This is an optimization exercise on Yosys and OpenROAD, whose aim is small area, not a production implementation.
Function was checked by simulation only, so behaviour that the tests miss may differ from the original.
No activity file was given, so power comes from the tool's default toggle rates.

==> run E: inputs <==
==> flow/design.v <==
package puf_soc_ser_pkg;
  typedef enum logic {
    IDLE  = 1'b0,
    SHIFT = 1'b1
  } ser_state_e;
  localparam logic LSB_FIRST = 1'b0;
  localparam logic MSB_FIRST = 1'b1;
  function automatic integer len_w(input integer fram_size);
    len_w = $clog2(fram_size + 1);
  endfunction
  function automatic integer cnt_w(input integer fram_size, input integer lanes);
    cnt_w = $clog2(fram_size / lanes + 1);
  endfunction
endpackage
module puf_soc_ser_hold #(
  parameter int W = 8
) (
  input  logic         clk,
  input  logic         rst,
  input  logic         in_vld,
  output logic         in_rdy,
  input  logic [W-1:0] in_dat,
  output logic         out_vld,
  input  logic         out_rdy,
  output logic [W-1:0] out_dat
);
  logic         full_q;
  logic [W-1:0] dat_q;
  always_ff @(posedge clk) begin
    if (rst)                    full_q <= 1'b0;
    else if (in_vld && !full_q) full_q <= 1'b1;
    else if (out_rdy)           full_q <= 1'b0;
  end
  always_ff @(posedge clk) begin
    if (!full_q) dat_q <= in_dat;
  end
  assign in_rdy  = ~full_q;
  assign out_vld = full_q;
  assign out_dat = dat_q;
endmodule
import puf_soc_ser_pkg::*;
module puf_soc_serializer #(
  parameter int FRAM_SIZE = 160,
  parameter int LANES     = 1,
  parameter int LEN_W     = $clog2(FRAM_SIZE + 1)
) (
  input  logic                 clk,
  input  logic                 rst,
  input  logic                 i_tx_en,
  input  logic                 i_msb_first,
  input  logic [LEN_W-1:0]     i_ld_len,
  input  logic                 i_ld_valid,
  input  logic [FRAM_SIZE-1:0] i_ld_data,
  output logic                 o_ld_ready,
  output logic                 o_tx_valid,
  output logic [LANES-1:0]     o_tx_data,
  output logic                 o_tx_last,
  input  logic                 i_tx_ready,
  output logic                 o_tx_done,
  output logic                 o_busy
);
  localparam int               POS_W    = $clog2(FRAM_SIZE + 1);
  localparam logic [LEN_W-1:0] FRAM_LEN = LEN_W'(FRAM_SIZE);
  localparam int               HW       = FRAM_SIZE + POS_W + 1;
  logic [POS_W-1:0] in_n;
  assign in_n = (i_ld_len == '0 || i_ld_len > FRAM_LEN) ? POS_W'(FRAM_SIZE) : POS_W'(i_ld_len);
  logic                 h_vld, launch;
  logic [HW-1:0]        h_dat;
  logic                 h_msb;
  logic [POS_W-1:0]     h_n;
  logic [FRAM_SIZE-1:0] h_data;
  puf_soc_ser_hold #(.W(HW)) u_hold (
    .clk     (clk),
    .rst     (rst),
    .in_vld  (i_ld_valid),
    .in_rdy  (o_ld_ready),
    .in_dat  ({i_msb_first, in_n, i_ld_data}),
    .out_vld (h_vld),
    .out_rdy (launch),
    .out_dat (h_dat)
  );
  assign h_msb  = h_dat[HW-1];
  assign h_n    = h_dat[FRAM_SIZE +: POS_W];
  assign h_data = h_dat[FRAM_SIZE-1:0];
  logic                 send_q, vld_q, done_q;
  logic                 dir_q;
  logic [POS_W-1:0]     pos_q, end_q;
  logic [FRAM_SIZE-1:0] dat_q;
  logic                 last, taken;
  assign last   = (pos_q == end_q);
  assign taken  = vld_q & i_tx_ready;
  assign launch = h_vld & i_tx_en & (~send_q | (taken & last));
  always_ff @(posedge clk) begin
    if (rst) begin
      send_q <= 1'b0;
      vld_q  <= 1'b0;
      done_q <= 1'b0;
    end else begin
      done_q <= taken & last;
      if (launch) begin
        send_q <= 1'b1;
        vld_q  <= 1'b1;
      end else if (taken) begin
        if (last) begin
          send_q <= 1'b0;
          vld_q  <= 1'b0;
        end else begin
          vld_q  <= i_tx_en;
        end
      end else if (send_q) begin
        vld_q <= vld_q | i_tx_en;
      end
    end
  end
  always_ff @(posedge clk) begin
    if (launch) begin
      dat_q <= h_data;
      dir_q <= h_msb;
      pos_q <= h_msb ? h_n : POS_W'(1);
      end_q <= h_msb ? POS_W'(1) : h_n;
    end else if (taken && !last) begin
      pos_q <= dir_q ? pos_q - 1'b1 : pos_q + 1'b1;
    end
  end
  logic [255:0] rd0;
  logic [63:0]  rd1;
  logic [15:0]  rd2;
  logic [3:0]   rd3;
  always_comb begin
    rd0 = {95'd0, dat_q, 1'b0};
    for (int i = 0; i < 64; i++) rd1[i] = rd0[4*i + pos_q[1:0]];
    for (int i = 0; i < 16; i++) rd2[i] = rd1[4*i + pos_q[3:2]];
    for (int i = 0; i < 4; i++)  rd3[i] = rd2[4*i + pos_q[5:4]];
  end
  assign o_tx_valid = vld_q;
  assign o_tx_data  = rd3[pos_q[7:6]];
  assign o_tx_last  = last;
  assign o_tx_done  = done_q;
  assign o_busy     = send_q | h_vld;
endmodule
==> flow/flow/run.sh <==
#!/bin/bash
# Standard synthesis unchanged. The layout is the standard one except: the port buffers are the
# smallest buffer cell, and clock tree synthesis uses larger sink clusters and no dummy loads.
set -euo pipefail
bash standard.sh synth > synth.log 2>&1
bash standard.sh "BUFFER_PORTS_ARGS=-buffer_cell sky130_fd_sc_hd__buf_1" \
  "CTS_ARGS=-sink_clustering_enable -repair_clock_nets -dont_use_dummy_load -sink_clustering_size 8 -sink_clustering_max_diameter 30 -buf_list {sky130_fd_sc_hd__clkbuf_2 sky130_fd_sc_hd__clkbuf_4}" \
  finish > layout.log 2>&1
==> flow/standard.sh <==
#!/bin/bash
# synth_recipe.tcl (not shown) runs the flow's synth.tcl, then flattens the netlist and writes it again
# the make line also repeats each setting of config.mk as NAME=value (left out here)
make -C /OpenROAD-flow-scripts/flow DESIGN_CONFIG=/design/flow/config.mk WORK_HOME=/design/flow/orfs CLKGATE_MAP_FILE= SYNTH_SCRIPT=/design/flow/synth_recipe.tcl "${@:-finish}"
==> flow/config.mk <==
export PLATFORM = sky130hd
export DESIGN_NAME = puf_soc_serializer
export DESIGN_NICKNAME = puf_soc_serializer
export VERILOG_FILES = /design/flow/design.v
export SDC_FILE = /design/flow/constraint.sdc
export NUM_CORES = 4
export LEC_CHECK = 0
export CAP_MARGIN = 20
export CORE_MARGIN = 2
export CORE_UTILIZATION = 65
export PLACE_DENSITY = 0.8
export SLEW_MARGIN = 20
==> flow/constraint.sdc <==
create_clock -name core_clock -period 6.0 [get_ports {clk}]
set_input_delay 1.2000 -clock core_clock [delete_from_list [all_inputs] [get_ports {clk}]]
set_output_delay 1.2000 -clock core_clock [all_outputs]
set_load 0.01 [all_outputs]
==> run C (differences from run E) <==
==> flow/flow/run.sh (replaced) <==
#!/bin/bash
# Standard synthesis unchanged. The layout is the standard one except: the port buffers are the
# smallest buffer cell, and clock tree synthesis uses larger sink clusters and no dummy loads.
set -euo pipefail
bash standard.sh synth > synth.log 2>&1
bash standard.sh "BUFFER_PORTS_ARGS=-buffer_cell sky130_fd_sc_hd__buf_1" \
  "CTS_ARGS=-sink_clustering_enable -repair_clock_nets -dont_use_dummy_load -sink_clustering_size 30 -sink_clustering_max_diameter 40 -buf_list sky130_fd_sc_hd__clkbuf_16" \
  finish > layout.log 2>&1
CORE_UTILIZATION = 40   (was 65)
PLACE_DENSITY = 0.6   (was 0.8)
==> run A (differences from run E) <==
==> flow/design.v, changed modules only <==
module puf_soc_ser_hold #(
  parameter int W = 8
) (
  input  logic         clk,
  input  logic         rst,
  input  logic         in_vld,
  output logic         in_rdy,
  input  logic [W-1:0] in_dat,
  output logic         out_vld,
  input  logic         out_rdy,
  output logic [W-1:0] out_dat
);
  logic         full_q;
  logic [W-1:0] dat_q;
  always_ff @(posedge clk) begin
    if (rst)                   full_q <= 1'b0;
    else if (in_vld && !full_q) full_q <= 1'b1;
    else if (out_rdy)          full_q <= 1'b0;
  end
  always_ff @(posedge clk) begin
    if (in_vld && !full_q) dat_q <= in_dat;
  end
  assign in_rdy  = ~full_q;
  assign out_vld = full_q;
  assign out_dat = dat_q;
endmodule
module puf_soc_serializer #(
  parameter int FRAM_SIZE = 160,
  parameter int LANES     = 1,
  parameter int LEN_W     = $clog2(FRAM_SIZE + 1)
) (
  input  logic                 clk,
  input  logic                 rst,
  input  logic                 i_tx_en,
  input  logic                 i_msb_first,
  input  logic [LEN_W-1:0]     i_ld_len,
  input  logic                 i_ld_valid,
  input  logic [FRAM_SIZE-1:0] i_ld_data,
  output logic                 o_ld_ready,
  output logic                 o_tx_valid,
  output logic [LANES-1:0]     o_tx_data,
  output logic                 o_tx_last,
  input  logic                 i_tx_ready,
  output logic                 o_tx_done,
  output logic                 o_busy
);
  localparam int               IDX_W    = $clog2(FRAM_SIZE);
  localparam logic [LEN_W-1:0] FRAM_LEN = LEN_W'(FRAM_SIZE);
  localparam int               HW       = FRAM_SIZE + IDX_W + 1;
  logic [IDX_W-1:0] in_lm1;
  assign in_lm1 = (i_ld_len == '0 || i_ld_len > FRAM_LEN) ? IDX_W'(FRAM_SIZE - 1)
                                                          : IDX_W'(i_ld_len - 1'b1);
  logic                 h_vld, launch;
  logic [HW-1:0]        h_dat;
  logic                 h_msb;
  logic [IDX_W-1:0]     h_lm1;
  logic [FRAM_SIZE-1:0] h_data;
  puf_soc_ser_hold #(.W(HW)) u_hold (
    .clk     (clk),
    .rst     (rst),
    .in_vld  (i_ld_valid),
    .in_rdy  (o_ld_ready),
    .in_dat  ({i_msb_first, in_lm1, i_ld_data}),
    .out_vld (h_vld),
    .out_rdy (launch),
    .out_dat (h_dat)
  );
  assign h_msb  = h_dat[HW-1];
  assign h_lm1  = h_dat[FRAM_SIZE +: IDX_W];
  assign h_data = h_dat[FRAM_SIZE-1:0];
  logic                 send_q, vld_q, done_q;
  logic                 dir_q;
  logic [IDX_W-1:0]     idx_q, end_q;
  logic [FRAM_SIZE-1:0] dat_q;
  logic                 last, taken;
  assign last   = (idx_q == end_q);
  assign taken  = vld_q & i_tx_ready;
  assign launch = h_vld & i_tx_en & (~send_q | (taken & last));
  always_ff @(posedge clk) begin
    if (rst) begin
      send_q <= 1'b0;
      vld_q  <= 1'b0;
      done_q <= 1'b0;
    end else begin
      done_q <= taken & last;
      if (launch) begin
        send_q <= 1'b1;
        vld_q  <= 1'b1;
      end else if (taken) begin
        if (last) begin
          send_q <= 1'b0;
          vld_q  <= 1'b0;
        end else begin
          vld_q  <= i_tx_en;
        end
      end else if (send_q) begin
        vld_q <= vld_q | i_tx_en;
      end
    end
  end
  always_ff @(posedge clk) begin
    if (launch) begin
      dat_q <= h_data;
      dir_q <= h_msb;
      idx_q <= h_msb ? h_lm1 : '0;
      end_q <= h_msb ? '0 : h_lm1;
    end else if (taken && !last) begin
      idx_q <= dir_q ? idx_q - 1'b1 : idx_q + 1'b1;
    end
  end
  assign o_tx_valid = vld_q;
  assign o_tx_data  = dat_q[idx_q];
  assign o_tx_last  = last;
  assign o_tx_done  = done_q;
  assign o_busy     = send_q | h_vld;
endmodule
==> flow/flow/run.sh (replaced) <==
#!/bin/bash
# Standard synthesis unchanged; the layout is the standard one except that the port buffers
# are the smallest buffer cell.
set -euo pipefail
bash standard.sh synth > synth.log 2>&1
bash standard.sh "BUFFER_PORTS_ARGS=-buffer_cell sky130_fd_sc_hd__buf_1" finish > layout.log 2>&1
CORE_UTILIZATION = 40   (was 65)
CTS_BUF_LIST = sky130_fd_sc_hd__clkbuf_4   (was default)
PLACE_DENSITY = 0.6   (was 0.8)
==> run summary <==
	run A	run E	run C
Area fraction of clock buffers and clock inverters	0.0710	0.0307	0.0681
Met2 Wirelength	10900 um	11200 um	10400 um
Part of the power in combinational logic	0.053	0.066	0.056
Mux contribution to synthesized area	0.0820	0.0806	0.0806
Synth Area in XOR/XNOR	0.0125	0.00908	0.00908
Final cell count without fillers	1284	1055	1176
Number of iterations in the first detailed-routing pass	4	5	5
Most used routing layer in global routing	met2	met2	met1
Number of library cell types mapped by synthesis	49	50	50
Crit path depth	7	7	8
Share of synthesized area occupied by flip-flops and latches	0.827	0.835	0.835
Int Power	3.98 mW	3.43 mW	4.17 mW
Leak Pwr	4.88 nW	4.56 nW	4.81 nW
Sum of internal, switching and leakage power	5.06 mW	4.38 mW	5.22 mW
Ratio of total power to cell area	340 nW/um^2	314 nW/um^2	355 nW/um^2
Routed wirelength normalized by instance count	18.0 um	21.7 um	19.8 um
CTS Buf Count	88	57	40
Wire length of the first global-routing pass	35100 um	33900 um	35400 um
Seq group	2.91 mW	2.95 mW	2.96 mW
Non-Clock Buffer Area Fraction	0.0502	0.0529	0.0525
Placer Congestion	0.740	0.797	0.739
Routed wl met3	1920 um	2080 um	1640 um
Seq area share	0.704	0.751	0.712
Measured slew at the worst slew-check pin	1.03 ns	1.05 ns	0.887 ns
Clock-pin transition on the worst setup and hold timing paths	0.07 ns	0.09 ns	0.06 ns
Result of the run	complete, no violations	complete, no violations	complete, no violations
Maximum frequency from static timing analysis	0.207 GHz	0.197 GHz	0.219 GHz


==> run a <==
Starts from the design.v that is shown in full above.
Settings: LEC_CHECK=0, CAP_MARGIN=20, CORE_MARGIN=2, CORE_UTILIZATION=65, PLACE_DENSITY=0.8, SLEW_MARGIN=20; clock period 6.0 ns.
standard.sh (not shown) runs the stock make flow with config.mk's settings and CLKGATE_MAP_FILE= SYNTH_SCRIPT=/design/flow/synth_recipe.tcl, a recipe that flattens the netlist after the stock synthesis.
==> flow/flow/run.sh <==
#!/bin/bash
# Standard synthesis unchanged. The layout is the standard one except: the port buffers are the
# smallest buffer cell, and clock tree synthesis uses larger sink clusters and no dummy loads.
set -euo pipefail
bash standard.sh synth > synth.log 2>&1
bash standard.sh "BUFFER_PORTS_ARGS=-buffer_cell sky130_fd_sc_hd__buf_1" \
  "CTS_ARGS=-sink_clustering_enable -repair_clock_nets -dont_use_dummy_load -sink_clustering_size 10 -sink_clustering_max_diameter 30 -buf_list sky130_fd_sc_hd__clkbuf_4" \
  finish > layout.log 2>&1
==> inputs of run b, as changes to run a <==
==> flow/flow/run.sh (replaced) <==
#!/bin/bash
# Standard synthesis unchanged. The layout is the standard one except: the port buffers are the
# smallest buffer cell, and clock tree synthesis uses larger sink clusters and no dummy loads.
set -euo pipefail
bash standard.sh synth > synth.log 2>&1
bash standard.sh "BUFFER_PORTS_ARGS=-buffer_cell sky130_fd_sc_hd__buf_1" \
  "CTS_ARGS=-sink_clustering_enable -repair_clock_nets -dont_use_dummy_load -sink_clustering_size 12 -sink_clustering_max_diameter 40 -buf_list sky130_fd_sc_hd__clkbuf_4" \
  finish > layout.log 2>&1
CORE_UTILIZATION = 40   (was 65)
PLACE_DENSITY = 0.6   (was 0.8)
==> summary of the runs <==
Of run b and run a, run a has the higher global-route usage (gap 8.4 points). Between run a and run b, the lower clock power is in run b (gap about 6%, measured against run b). Between run a and run b, the lower fmax is in run a (gap about 7%, measured against run b). Combinational power: run a is smaller than run b (about 1%). Of run b and run a, run b has the higher worst hold slack (gap 6.5 ps). Cell count: run a is smaller than run b (about 11%). Flip-flop and latch count is the same in run a and run b. Sequential share of layout area: run b is lower than run a (0.78 points). Against run a, the first-iteration DRC count of run b is lower by about 30%.

afterwards: timing with drivers on the ports:
Ports are ideal in the flow. The routed layouts listed here were re-timed in OpenROAD. Step 1: set_driving_cell puts a clkbuf_16 on clk and a buf_2 on each other input, an assumption about the parent block. Step 2 moves the port delays by t, midway between the first and last clock arrival at a register: inputs arrive t later, outputs are due t later. That takes back most of the time a late clock gives input paths. Slacks: ideal ports / drivers / drivers and shift; pairs: ideal ports / drivers.
run | shift t [ns] | setup WS [ns] | hold WS [ns]
run E of note 1 | 0.696 | 0.918 / 0.874 / 1.570 | 0.406 / 0.406 / 0.406
run C of note 1 | 0.547 | 1.434 / 1.387 / 1.934 | 0.396 / 0.396 / 0.396
run A of note 1 | 0.698 | 1.174 / 1.132 / 1.830 | 0.388 / 0.388 / 0.388
run a of note 2 | 0.667 | 0.918 / 0.880 / 1.548 | 0.385 / 0.385 / 0.385
run b of note 2 | 0.672 | 1.285 / 1.243 / 1.915 | 0.392 / 0.392 / 0.392
After both steps setup and hold are still met in every run listed.
